What follows belongs to an exercise in optimizing a design on an open flow for small area and a short achievable clock period; a production flow would make more cautious choices.
Only simulation tests tie the RTL to the original design; equivalence was not proved.
Power is estimated from default activity; no workload was simulated.

**flow/config.mk**
```make
export PLATFORM = sky130hd
export DESIGN_NAME = core_read_master
export DESIGN_NICKNAME = core_read_master
export VERILOG_FILES = /design/flow/design.v
export SDC_FILE = /design/flow/constraint.sdc
export NUM_CORES = 4
export LEC_CHECK = 0
export CAP_MARGIN = 20
export CORE_MARGIN = 2
export CORE_UTILIZATION = 55
export SETUP_SLACK_MARGIN = 2.2
export SLEW_MARGIN = 20
```
**flow/constraint.sdc**
```tcl
create_clock -name core_clock -period 4.5 [get_ports {clk}]
set_input_delay 0.9000 -clock core_clock [delete_from_list [all_inputs] [get_ports {clk}]]
set_output_delay 0.9000 -clock core_clock [all_outputs]
set_load 0.01 [all_outputs]
```
**flow/flow/run.sh**
```bash
#!/bin/bash
set -euo pipefail
bash standard.sh synth > make_synth.log 2>&1
bash standard.sh "BUFFER_PORTS_ARGS=-buffer_cell sky130_fd_sc_hd__buf_2" finish > make_layout.log 2>&1
```
**flow/design.v**
```verilog
module core_read_master #(
    parameter logic [63:0] INITIAL_ADDR = 64'h0,
    parameter int          FIFO_DEPTH   = 8
) (
    input  logic         clk,
    input  logic         rst,
    input  logic         Start_i,
    input  logic [8:0]   LineCount_i,
    input  logic         AccuEn_i,
    output logic         Busy_o,
    output logic         Done_o,
    output logic [63:0]  AvalonAddr_o,
    output logic         AvalonRead_o,
    input  logic [511:0] AvalonReadData_i,
    input  logic         AvalonReadDataValid_i,
    output logic         AvalonLock_o,
    input  logic         AvalonWaitReq_i,
    output logic [511:0] ReadData_o,
    output logic         ReadValid_o,
    input  logic         ReadAck_i,
    output logic         First_o,
    output logic         Last_o
);
    localparam int RING = FIFO_DEPTH - 1;    
    localparam logic [62:0] BASE = INITIAL_ADDR[62:0];
    logic        busy;           
    logic        issuing;        
    logic        draining;       
    logic        done;           
    logic        accu;
    logic [8:0]  issued;         
    logic [8:0]  to_issue;       
    logic        all_issued;     
    logic [8:0]  undeliv;        
    logic        und0;           
    logic        und1;           
    logic        first;          
    logic [FIFO_DEPTH:0] credit;  
    logic [FIFO_DEPTH:0] outst;   
    logic        rd_req;         
    logic        take_ok;        
    logic            hv;         
    logic [RING:0]   s_cnt;      
    logic [RING-1:0] wr_oh;      
    logic [RING-1:0] rd_oh;      
    logic [RING-1:0] wen;        
    logic [RING:0]   hsel;       
    logic [511:0]    head;
    logic [511:0]    ring [RING];
    logic start, fire, push, pop, s_nz, store, pop_ring, keep;
    assign start    = !busy && Start_i;
    assign fire     = rd_req && !AvalonWaitReq_i;
    assign push     = AvalonReadDataValid_i && take_ok;
    assign pop      = hv && ReadAck_i;
    assign s_nz     = !s_cnt[0];
    assign store    = push && (s_nz || (hv && !ReadAck_i));
    assign pop_ring = ReadAck_i && s_nz;
    assign keep     = hv && !ReadAck_i;
    logic        busy_n, issuing_n, draining_n, done_n, all_issued_n;
    logic [FIFO_DEPTH:0] credit_n, outst_n;
    logic [RING:0]   s_cnt_n;
    logic [RING-1:0] wr_oh_n, rd_oh_n, wen_n;
    always_comb begin
        busy_n       = busy;
        issuing_n    = issuing;
        draining_n   = draining;
        done_n       = 1'b0;
        all_issued_n = all_issued;
        if (start) begin
            busy_n       = 1'b1;
            issuing_n    = (LineCount_i != 9'd0);
            draining_n   = (LineCount_i == 9'd0);
            all_issued_n = (LineCount_i == 9'd0);
        end else begin
            if (fire) begin
                all_issued_n = (to_issue == 9'd1);
            end
            if (issuing && all_issued) begin
                issuing_n  = 1'b0;
                draining_n = 1'b1;
            end
            if (draining && (und0 || (pop && und1))) begin
                draining_n = 1'b0;
                done_n     = 1'b1;
            end
            if (done) begin
                busy_n = 1'b0;
            end
        end
        case ({fire, pop})
            2'b10:   credit_n = {credit[FIFO_DEPTH-1:0], 1'b0};
            2'b01:   credit_n = {1'b0, credit[FIFO_DEPTH:1]};
            default: credit_n = credit;
        endcase
        case ({fire, push})
            2'b10:   outst_n = {outst[FIFO_DEPTH-1:0], 1'b0};
            2'b01:   outst_n = {1'b0, outst[FIFO_DEPTH:1]};
            default: outst_n = outst;
        endcase
        case ({store, pop_ring})
            2'b10:   s_cnt_n = {s_cnt[RING-1:0], 1'b0};
            2'b01:   s_cnt_n = {1'b0, s_cnt[RING:1]};
            default: s_cnt_n = s_cnt;
        endcase
        wr_oh_n = store    ? {wr_oh[RING-2:0], wr_oh[RING-1]} : wr_oh;
        if (store) begin
            wen_n = (pop_ring || !s_cnt[RING-1]) ? {wr_oh[RING-2:0], wr_oh[RING-1]} : '0;
        end else begin
            wen_n = (pop_ring || !s_cnt[RING]) ? wr_oh : '0;
        end
        rd_oh_n = pop_ring ? {rd_oh[RING-2:0], rd_oh[RING-1]} : rd_oh;
    end
    always_ff @(posedge clk) begin
        if (rst) begin
            busy       <= 1'b0;
            issuing    <= 1'b0;
            draining   <= 1'b0;
            done       <= 1'b0;
            all_issued <= 1'b1;
            credit     <= FIFO_DEPTH'(1);
            outst      <= FIFO_DEPTH'(1);
            rd_req     <= 1'b0;
            take_ok    <= 1'b0;
            hv         <= 1'b0;
            s_cnt      <= RING'(1);
            wr_oh      <= RING'(1);
            rd_oh      <= RING'(1);
            wen        <= RING'(1);
            hsel       <= {1'b1, RING'(0)};
        end else begin
            busy       <= busy_n;
            issuing    <= issuing_n;
            draining   <= draining_n;
            done       <= done_n;
            all_issued <= all_issued_n;
            credit     <= credit_n;
            outst      <= outst_n;
            rd_req     <= issuing_n && !all_issued_n && !credit_n[FIFO_DEPTH];
            take_ok    <= (issuing_n || draining_n) && !outst_n[0];
            hv         <= keep || push || s_nz;
            s_cnt      <= s_cnt_n;
            wr_oh      <= wr_oh_n;
            rd_oh      <= rd_oh_n;
            wen        <= wen_n;
            hsel       <= s_cnt_n[0] ? {1'b1, RING'(0)} : {1'b0, rd_oh_n};
        end
    end
    always_ff @(posedge clk) begin
        if (start) begin
            accu     <= AccuEn_i;
            issued   <= 9'd0;
            to_issue <= LineCount_i;
            undeliv  <= LineCount_i;
            und0     <= (LineCount_i == 9'd0);
            und1     <= (LineCount_i == 9'd1);
            first    <= 1'b1;
        end else begin
            if (fire) begin
                issued   <= issued + 9'd1;
                to_issue <= to_issue - 9'd1;
            end
            if (pop) begin
                undeliv <= undeliv - 9'd1;
                und0    <= und1;
                und1    <= (undeliv == 9'd2);
                first   <= 1'b0;
            end
        end
    end
    for (genvar k = 0; k < RING; k++) begin : g_ring
        always_ff @(posedge clk) begin
            if (wen[k]) begin
                ring[k] <= AvalonReadData_i;
            end
        end
    end
    logic [511:0] head_nxt;
    always_comb begin
        head_nxt = ({512{keep}} & head) | ({512{!keep && hsel[RING]}} & AvalonReadData_i);
        for (int k = 0; k < RING; k++) begin
            head_nxt = head_nxt | ({512{!keep && hsel[k]}} & ring[k]);
        end
    end
    always_ff @(posedge clk) begin
        head <= head_nxt;
    end
    assign Busy_o       = busy;
    assign Done_o       = done;
    assign AvalonRead_o = rd_req;
    assign AvalonLock_o = rd_req;
    assign AvalonAddr_o = {accu, BASE + 63'(issued)};
    assign ReadValid_o  = hv;
    assign ReadData_o   = head;
    assign First_o      = first;
    assign Last_o       = und1;
endmodule
```
**flow/standard.sh**
```bash
#!/bin/bash
# synth_recipe.tcl (not shown) runs the flow's synth.tcl, then flattens the netlist and writes it again
# the make line also repeats each setting of config.mk as NAME=value (left out here)
make -C /OpenROAD-flow-scripts/flow DESIGN_CONFIG=/design/flow/config.mk WORK_HOME=/design/flow/orfs CLKGATE_MAP_FILE= SYNTH_SCRIPT=/design/flow/synth_recipe.tcl "${@:-finish}"
```
==> results.toml, run 1 <==
[run_status]
status = "finished clean"

[power]
leakagePower_nw = 58.4
p_total_w = 0.0806
vdd_drop_max_mv = 0.382
p_per_area_nw_per_um2 = 459

[cts]
cts_hold_buf = 0
clk_pin_slew_worst_paths_ns = 0.07
clockBufferDepth = 4
clkLatencyLatePin_ns = 0.95
root_buffer = "clkbuf_16"
cts_made_buffers = 413
cts_max_level = 5
cts_tree = "done"
cts_sinks = 4189

[detailed_routing]
drtIter0Drc = 10200
totalWireLength_microns = 433000
post_drt_wl_per_cell_microns = 32.2
dr.pass1.iters = 6
vias_per_cell = 6.54
drc = 0
via_count = 87700
postRouteAntennaNets = 0

[layout]
fin_area_sq_um = 176000
finalNetCount = 9982
synthToLayoutAreaGrowth_pct = 19.4
drive_above_1_share_pct = 25.4

[synth]
synth_flop_cell = "edfxtp_1"
yosysSeqAreaShare_pct = 81.5
synth.distinct_cells = 47
synth_seq_cells = 4189
synth_top_area_share_pct = 73.6
yosysMostFrequentCell = "edfxtp_1"
synth_edf_count = 3605
netlist_top_cells_area = "edfxtp_1 74%, dfxtp_1 7.9%, a22oi_1 5.2%"
synthCells = 8313
yosys_warnings = 2
synth.avg_cell_area_sq_um = 17.7
synthTopCellsByCount = "3,605 x edfxtp_1, 1,012 x a22oi_1, 584 x dfxtp_1"
yosysTopAreaCell = "edfxtp_1"
synth_area_sq_um = 147000
ys_async_sr_fraction_pct = 0

[global_route]
grt_remaining_overflow = 0
grt_pass1_wl_microns = 611000
grt_use_total_pct = 30.8
first_global_vias = 84900
antenna_found_initial = 233
grt_max_degree = 170

[die]
die_w_microns = 521
die_h_microns = 521
row_count = 189
die-area_sq_um = 272000
fp.coreArea_sq_um = 266000
start_util_pct = 55.4
io_pins = 1111

[timing]
finalCritPeriodShare_pct = 54.0
finalWorstSetupSlack_ns = 2.07
tns_ns = 0
finalHoldViolCount = 0
maxSlewHeadroom_pct = 16.4
worstMarginPinSlew_ns = 1.25
fin_crit_ns = 2.43
setup_viol = 0
finClkSkew_ns = 0.0409
rsz0062_at_grt = "yes"
fmax_mhz = 412
drv_slew = 0

[setup_path]
start_kind = "flop"
r2r-end = "head[282]"
path_cells = "buf_2"
reg2reg_depth = 8
max_stage_delay_ns = 0.44
r2r_slack_ns = 2.23
cp_slowest_cell = "edfxtp_1"
crit_path_start = "und1"
cp.arrival_ns = 1.53
crit_path_max_fanout = 2
crit_path_end = "Last_o"
crit_family = "flip-flops"
r2r_start = "hv"
crit_buf_inv = 1
cp-end-kind = "output port"
path_class = "flop to output port"
crit_required_ns = 3.60
cp.depth = 1

[min_path]
whs_path_depth = 1
hold_class = "input port to flop"

[flow_run]
cap_violations = 0

[placed_design]
post-dp-hpwl_microns = 227000
dpl_cell_area_sq_um = 157000
dp_slack_ns = 1.20
place.port_buffers = 1056
globalplace.congestion = 0.808
layout by cell type (no fill, tap or decap), drive strengths merged, types with 11 or more instances in the layout:
cell       n
xor2      11
o21ai     85
clkbuf   565
nand3     18
nand2    199
bufinv    45
a221o    417
dfxtp    584
diode     91
inv       17
conb      54
a22oi   1012
nor2     515
nand4     84
edfxtp  3605
a21oi     57
ha        11
a221oi   449
a31oi    437
clkinv   149
a22o      32
buf     1310
a222oi    79
worst min-delay path by stage:
| stage | from | endpoint | slack [ns] |
|---|---|---|---|
| after CTS | AccuEn_i | accu | 0.09 |
| after floorplan | ring[2][0] | head[0] | 0.44 |
| after detailed placement | ring[2][414] | head[414] | 0.45 |
| after global placement | first | first | 0.43 |
| after global routing | AccuEn_i | accu | 0.14 |
| final | AccuEn_i | accu | 0.17 |
metrics by stage:
step | util [%] | std cells | hold slack (ns)
floorplan | - | 8366 | 0.440
global placement | 59.0 | 12500 | 0.431
detailed placement | 59.0 | 12500 | 0.449
CTS | 66.0 | 13300 | 0.0867
global route | 66.2 | 13400 | 0.144
finish | 66.2 | 13400 | 0.171
cells by family (layout without fill, tap and decap cells):
family	Yosys count	count (layout)	share of synthesized area, %
AOI/OAI and AO/OA	2574	2574	13.8
xor gates and xnor gates	19	19	0.113
adders and majority gates	11	11	0.0935
buffers and inverters	663	2095	2.06
DFF	4189	4189	81.5
muxes	7	7	0.0476
other	1	145	0.00255
and+or+nand+nor	849	850	2.40
area by class of cell:
| type | count | area [sq um] |
|---|---|---|
| Antenna cell | 91 | 228 |
| Clock buffer | 564 | 11600 |
| Clock inverter | 207 | 2300 |
| Fill cell | 18200 | 89800 |
| Inverter | 12 | 48.8 |
| Multi-Input combinational cell | 3515 | 24400 |
| Sequential cell | 4189 | 121000 |
| Tap cell | 3533 | 4420 |
| Timing Repair Buffer | 1312 | 11900 |
registers in the layout, indices dropped and copies added, names as in the netlist, 7 cells and up:
register  flops
outst         9
credit        9
undeliv       9
hsel          7
s_cnt         8
ring       3584
wr_oh         7
head        512
wen           7
rd_oh         7
to_issue      9
issued        9
layer usage:
metal  global-route usage, %  routed length [microns]  vias up
li1                        -                        -    37100
met1                    41.7                   169000    45100
met2                    46.7                   199000     4503
met3                    9.50                    46300      837
met4                    12.8                    17000      174
met5                       0                     1050        -
repair_timing:
action                                   CTS  global route
setup buffers                             70            25
pin swaps                                  1             1
resized for setup                       1402            24
endpoints found under the setup margin   961           539
cloned                                     3             1
power by group:
group / internal, W / switching, W
Combinational: 0.00116 / 0.00135
Sequential: 0.0427 / 0.000397
Clock: 0.0205 / 0.0144
==> run 2: changes to the inputs <==
--- a/flow/config.mk
+++ b/flow/config.mk
@@ -9,4 +9,6 @@
 export CORE_MARGIN = 2
 export CORE_UTILIZATION = 55
+export CTS_CLUSTER_DIAMETER = 60
+export CTS_CLUSTER_SIZE = 30
 export SETUP_SLACK_MARGIN = 2.2
 export SLEW_MARGIN = 20
==> run 2 against run 1 <==
Against the previous run:
- largest power group unchanged
- critical path depth stayed put
- worst hold slack worse by 0.014 ns
- sequential share of layout area up 2.1 points
- critical path type unchanged
- count of clock-buffer cells in the layout is 311 lower
- combinational power is essentially flat
- synthesized cell count unchanged
- highest routed layer unchanged
==> results.toml, run 2 <==
[synth]
synth.distinct_cells = 47
ys_async_sr_fraction_pct = 0
synth_edf_count = 3605
synth_seq_cells = 4189
synth_area_sq_um = 147000
synthCells = 8313
yosysMostFrequentCell = "edfxtp_1"
synth_top_area_share_pct = 73.6
yosysSeqAreaShare_pct = 81.5
netlist_top_cells_area = "edfxtp_1 74%, dfxtp_1 7.9%, a22oi_1 5.2%"
synth_flop_cell = "edfxtp_1"
yosysTopAreaCell = "edfxtp_1"
synth.avg_cell_area_sq_um = 17.7
synthTopCellsByCount = "3,605 x edfxtp_1, 1,012 x a22oi_1, 584 x dfxtp_1"
yosys_warnings = 2

[setup_path]
path_cells = "buf_2"
start_kind = "flop"
crit_family = "flip-flops"
max_stage_delay_ns = 0.45
cp-end-kind = "output port"
r2r_slack_ns = 2.18
crit_path_max_fanout = 2
cp.arrival_ns = 1.54
path_class = "flop to output port"
crit_buf_inv = 1
cp_slowest_cell = "edfxtp_1"
crit_required_ns = 3.60

[timing]
fmax_mhz = 409
maxSlewHeadroom_pct = 25.1
drv_slew = 0
worstMarginPinSlew_ns = 1.12
tns_ns = 0
fin_crit_ns = 2.44
setup_viol = 0
finClkSkew_ns = 0.0442
rsz0062_at_grt = "yes"
finalCritPeriodShare_pct = 54.3
finalHoldViolCount = 0

[power]
p_per_area_nw_per_um2 = 417
p_total_w = 0.0711
leakagePower_nw = 55.8
switching_share_pct = 22.1
p_int_w = 0.0554
p_sw_w = 0.0157
power.share.clock_pct = 36.0
combPwrFrac_pct = 3.5
seqPwrFrac_pct = 60.5
vdd_drop_max_mv = 0.392

[layout]
regMostFlops = "ring"
multi_input_area_sq_um = 24500
synthToLayoutAreaGrowth_pct = 16.0
register_area_sq_um = 121000
fin_area_sq_um = 171000
drive_above_1_share_pct = 24.4
largest_reg_flops = 3584
layoutNonFillerInstCount = 13100
layout_commonest_cell = "edfxtp_1"
finalNetCount = 9812
nFillCells = 18700
reg_top3 = "ring (3584), head (512)"
layout_common_cells = "3,605 x edfxtp_1, 1,012 x a22oi_1, 531 x buf_6"

[placed_design]
post-dp-hpwl_microns = 227000
place.port_buffers = 1056
dp_cells = 12500
dpl_cell_area_sq_um = 157000
globalplace.congestion = 0.808

[detailed_routing]
via_count = 86400
drc = 0
dr.pass1.iters = 7
drtIter0Drc = 10600
post_drt_wl_per_cell_microns = 32.8
vias_per_cell = 6.59
totalWireLength_microns = 430000
postRouteAntennaNets = 0

[die]
io_pins = 1111
die_h_microns = 521
row_count = 189
fp.coreArea_sq_um = 266000
die-area_sq_um = 272000
die_w_microns = 521
start_util_pct = 55.4

[cts]
cts_sinks = 4189
clkLatencyLatePin_ns = 0.95
cts_tree = "done"
clk_pin_slew_worst_paths_ns = 0.08
root_buffer = "clkbuf_16"
clockBufferDepth = 4
cts_made_buffers = 237
cts_hold_buf = 0
cts_max_level = 4

[global_route]
gr-max-usage-layer = "met2"
grtUsageMet1_pct = 41.6
met2_usage_pct = 46.6
grt_pass1_wl_microns = 604000
grt_remaining_overflow = 0
use_met3_pct = 8.91
first_global_vias = 83000
antenna_found_initial = 220
grt_use_total_pct = 30.5
grt_max_degree = 170

[min_path]
hold_class = "input port to flop"

[flow_run]
cap_violations = 0

[run_status]
status = "finished clean"
-- run 2: cell counts after synthesis --
Identical to the previous run, type by type.
-- run 2: power by group through the flow --
stage	clock (W)	combinational, W	sequential [W]
global route	0.0272	0.00267	0.0431
CTS	0.0259	0.00247	0.0430
detailed placement	0	0.00206	0.0438
finish	0.0256	0.00251	0.0430
global placement	0	0.00198	0.0438
floorplan	0	0.000623	0.0439
-- run 2: worst paths after layout --
check,startpoint,end,cells after the start
min,AccuEn_i,accu,1
max reg2reg,hv,head[221],6
max,und1,Last_o,1
min reg2reg,ring[6][4],head[4],1
-- run 2: cells by family after synthesis --
kind of cell / count (synthesis) / synth area share (%)
compound gates: 2574 / 13.8
xor+xnor: 19 / 0.113
fa+ha+maj: 11 / 0.0935
buf+inv: 663 / 2.06
flops: 4189 / 81.5
mux: 7 / 0.0476
other cells: 1 / 0.00255
simple gates: 849 / 2.40
-- run 2: layer usage --
layer | wire (microns) | vias to the layer above
li1 | - | 36600
met1 | 168000 | 44600
met2 | 199000 | 4224
met3 | 45100 | 788
met4 | 16700 | 160
met5 | 975 | -
-- run 2: repair_timing --
item,CTS,global route
pin swaps,1,3
setup buffers,69,28
endpoints found under the setup margin,988,619
cloned,3,5
gates resized for setup,1404,23
-- run 2: worst reg2reg max path, cell delays in order, from the launching register on --
cell and delay, ns:
dfxtp_4 0.40, nand2b_4 0.34, buf_16 0.40, buf_12 0.42, nor2_1 0.35, a31oi_1 0.20
a221o_1 0.14
-- run 2: cell type report --
class | instances | area share, %
flip-flops and latches | 4189 | 70.8
well taps | 3533 | 2.59
clock inverters | 195 | 1.47
repair buffers | 1315 | 7.00
diodes | 83 | 0.122
multi-input cells | 3518 | 14.3
inverters | 12 | 0.0286
clock buffers | 253 | 3.61
-- run 2: stage by stage --
stage	worst slack, ns	util [%]	hold WS [ns]
5_1_grt	2.01	64.2	0.116
6_report	2.06	64.3	0.157
4_1_cts	2.00	64.0	0.0840
3_5_place_dp	1.20	59.0	0.449
3_3_place_gp	1.25	59.0	0.431
2_1_floorplan	0.300	-	0.440
==> run 3: changes to the inputs <==
--- a/flow/config.mk
+++ b/flow/config.mk
@@ -9,6 +9,5 @@
 export CORE_MARGIN = 2
 export CORE_UTILIZATION = 55
-export CTS_CLUSTER_DIAMETER = 60
-export CTS_CLUSTER_SIZE = 30
+export CTS_BUF_LIST = sky130_fd_sc_hd__clkbuf_8 sky130_fd_sc_hd__clkbuf_16
 export SETUP_SLACK_MARGIN = 2.2
 export SLEW_MARGIN = 20
==> run 3 against run 2 <==
Against the previous run:
- synthesized cell count stayed put
- power increased by 13%
- setup slack better by 0.014 ns
- global-route usage up 0.31 points
- sequential share of layout area decreased by 2.1 points
- worst hold slack improved by 0.014 ns
- register-to-register slack better by 0.04 ns
- area after synthesis unchanged
- non-clock buffer count is 3 lower
- utilization rose by 1.9 points
- sequential power barely moved
==> results.toml, run 3 <==
[setup_path]
cp_slowest_cell = "edfxtp_1"
crit_family = "flip-flops"
max_stage_delay_ns = 0.44
crit_path_start = "und1"
crit_path_end = "Last_o"
crit_buf_inv = 1
cp.arrival_ns = 1.53
path_class = "flop to output port"
crit_path_max_fanout = 2
r2r_start = "hv"
r2r_slack_ns = 2.22
path_cells = "buf_2"
crit_required_ns = 3.60
r2r-end = "head[138]"
start_kind = "flop"
cp-end-kind = "output port"
cp.depth = 1
reg2reg_depth = 6

[global_route]
antenna_found_initial = 233
grt_pass1_wl_microns = 611000
grt_remaining_overflow = 0
grt_max_degree = 170
first_global_vias = 84900
grt_use_total_pct = 30.8

[power]
p_sw_w = 0.0162
seqPwrFrac_pct = 53.6
vdd_drop_max_mv = 0.383
switching_share_pct = 20.1
power.share.clock_pct = 43.3
p_int_w = 0.0642
p_per_area_nw_per_um2 = 457
leakagePower_nw = 58.8
combPwrFrac_pct = 3.1

[placed_design]
place.port_buffers = 1056
dp_cells = 12500
post-dp-hpwl_microns = 227000
dpl_cell_area_sq_um = 157000
globalplace.congestion = 0.808

[synth]
synth.avg_cell_area_sq_um = 17.7
yosysTopAreaCell = "edfxtp_1"
yosys_warnings = 2
synth_top_area_share_pct = 73.6
yosysSeqAreaShare_pct = 81.5
synth_edf_count = 3605
ys_async_sr_fraction_pct = 0
synth_seq_cells = 4189
synth_area_sq_um = 147000
synthCells = 8313
synth_flop_cell = "edfxtp_1"
synth.distinct_cells = 47
synthTopCellsByCount = "3,605 x edfxtp_1, 1,012 x a22oi_1, 584 x dfxtp_1"
netlist_top_cells_area = "edfxtp_1 74%, dfxtp_1 7.9%, a22oi_1 5.2%"
yosysMostFrequentCell = "edfxtp_1"

[timing]
tns_ns = 0
finalHoldViolCount = 0
fmax_mhz = 412
maxSlewHeadroom_pct = 20.6
drv_slew = 0
fin_crit_ns = 2.43
finalCritPeriodShare_pct = 54.0
finClkSkew_ns = 0.0386
setup_viol = 0
worstMarginPinSlew_ns = 1.19
whs_ns = 0.171
rsz0062_at_grt = "yes"

[detailed_routing]
dr.pass1.iters = 8
postRouteAntennaNets = 0
drc = 0
drtIter0Drc = 10200
post_drt_wl_per_cell_microns = 32.2
via_count = 87700
vias_per_cell = 6.54
totalWireLength_microns = 432000

[cts]
clkLatencyLatePin_ns = 0.95
cts_sinks = 4189
root_buffer = "clkbuf_16"
cts_hold_buf = 0
clockBufferDepth = 4
cts_max_level = 5
clk_pin_slew_worst_paths_ns = 0.07
cts_tree = "done"
cts_made_buffers = 413

[layout]
fin_util_pct = 66.2
reg_top3 = "ring (3584), head (512)"
largest_reg_flops = 3584
finalNetCount = 9982
fin_area_sq_um = 176000
layout_commonest_cell = "edfxtp_1"
layoutNonFillerInstCount = 13400
layout_common_cells = "3,605 x edfxtp_1, 1,012 x a22oi_1, 530 x buf_6"
synthToLayoutAreaGrowth_pct = 19.4
drive_above_1_share_pct = 25.4
regMostFlops = "ring"

[die]
die-area_sq_um = 272000
start_util_pct = 55.4
die_h_microns = 521
row_count = 189
fp.coreArea_sq_um = 266000
io_pins = 1111
die_w_microns = 521

[flow_run]
cap_violations = 0

[min_path]
hold_class = "input port to flop"

[run_status]
status = "finished clean"
## run 3: cell counts after synthesis
No cell type changed its count.
## run 3: cell families after synthesis
logic type,Yosys count,share of synthesized area (%)
other,1,0.00255
muxes,7,0.0476
and+or+nand+nor,849,2.40
xor gates and xnor gates,19,0.113
AOI/OAI and AO/OA,2574,13.8
DFF,4189,81.5
adders and majority gates,11,0.0935
buffers and inverters,663,2.06
## run 3: how the worst min path moves through the flow
| stage | from | end | slack, ns | cells after the start |
|---|---|---|---|---|
| after floorplan | ring[2][0] | head[0] | 0.44 | 2 |
| final | AccuEn_i | accu | 0.17 | 1 |
| after global placement | first | first | 0.43 | 2 |
| after global routing | AccuEn_i | accu | 0.14 | 1 |
| after CTS | AccuEn_i | accu | 0.09 | 1 |
| after detailed placement | ring[2][414] | head[414] | 0.45 | 2 |
## run 3: metrics by stage
step                power (W)  setup slack [ns]
floorplan              0.0445             0.300
global placement       0.0458              1.25
detailed placement     0.0459              1.20
CTS                    0.0808              2.00
global route           0.0825              2.03
finish                 0.0804              2.07
## run 3: power groups by stage
| stage | Clock [W] | Combinational (W) | Sequential [W] |
|---|---|---|---|
| floorplan | 0 | 0.000623 | 0.0439 |
| finish | 0.0348 | 0.00251 | 0.0431 |
| global route | 0.0367 | 0.00267 | 0.0431 |
| detailed placement | 0 | 0.00206 | 0.0438 |
| CTS | 0.0352 | 0.00247 | 0.0431 |
| global placement | 0 | 0.00198 | 0.0438 |
## run 3: cell type report
class,instances,area [sq um]
antenna,87,218
fill,18200,89800
sequential,4189,121000
inverter,12,48.8
multi-input combinational,3515,24400
timing repair buffer,1312,11900
clock inverter,302,2660
tap,3533,4420
clock buffer,469,11200
## run 3: timing repair
item                                    in CTS  in global routing
buffers inserted                            70                 25
pin swaps                                    1                  1
resized for setup                         1402                 24
gates cloned                                 3                  1
endpoints found under the setup margin     961                539
## run 3: per-layer routing
layer,vias to the layer above,global-route usage (%),share of wire [%]
li1,37100,-,-
met2,4488,46.6,46
met5,-,0,0.25
met1,45100,41.7,39
met4,180,12.9,4.1
met3,860,9.50,11

## separate check: timing with driven ports
Ports are ideal in the flow. The routed layouts listed here were re-timed in OpenROAD.
Step 1 (the two cells are an assumption about what drives the block):
set clk [get_ports {clk}]
set_driving_cell -lib_cell sky130_fd_sc_hd__clkbuf_16 $clk
set_driving_cell -lib_cell sky130_fd_sc_hd__buf_2 [delete_from_list [all_inputs] $clk]
Step 2 also shifts input and output timing later by t, the mid clock arrival at the registers, as if the neighbouring blocks saw the same clock.
Three values: ideal, step 1, step 2; two values: the first two.
run | shift t [ns] | setup slack, ns | worst setup path after step 2
run 1 | 1.029 | 2.072 / 1.967 / 1.335 | input to register
run 2 | 1.043 | 2.058 / 1.952 / 1.313 | input to register
run 3 | 1.027 | 2.072 / 1.967 / 1.319 | input to register
After both steps setup and hold are still met in every run listed. The setup slack of run 3, which loses most, moves by -0.105 ns with the drivers and by -0.753 ns with both steps.
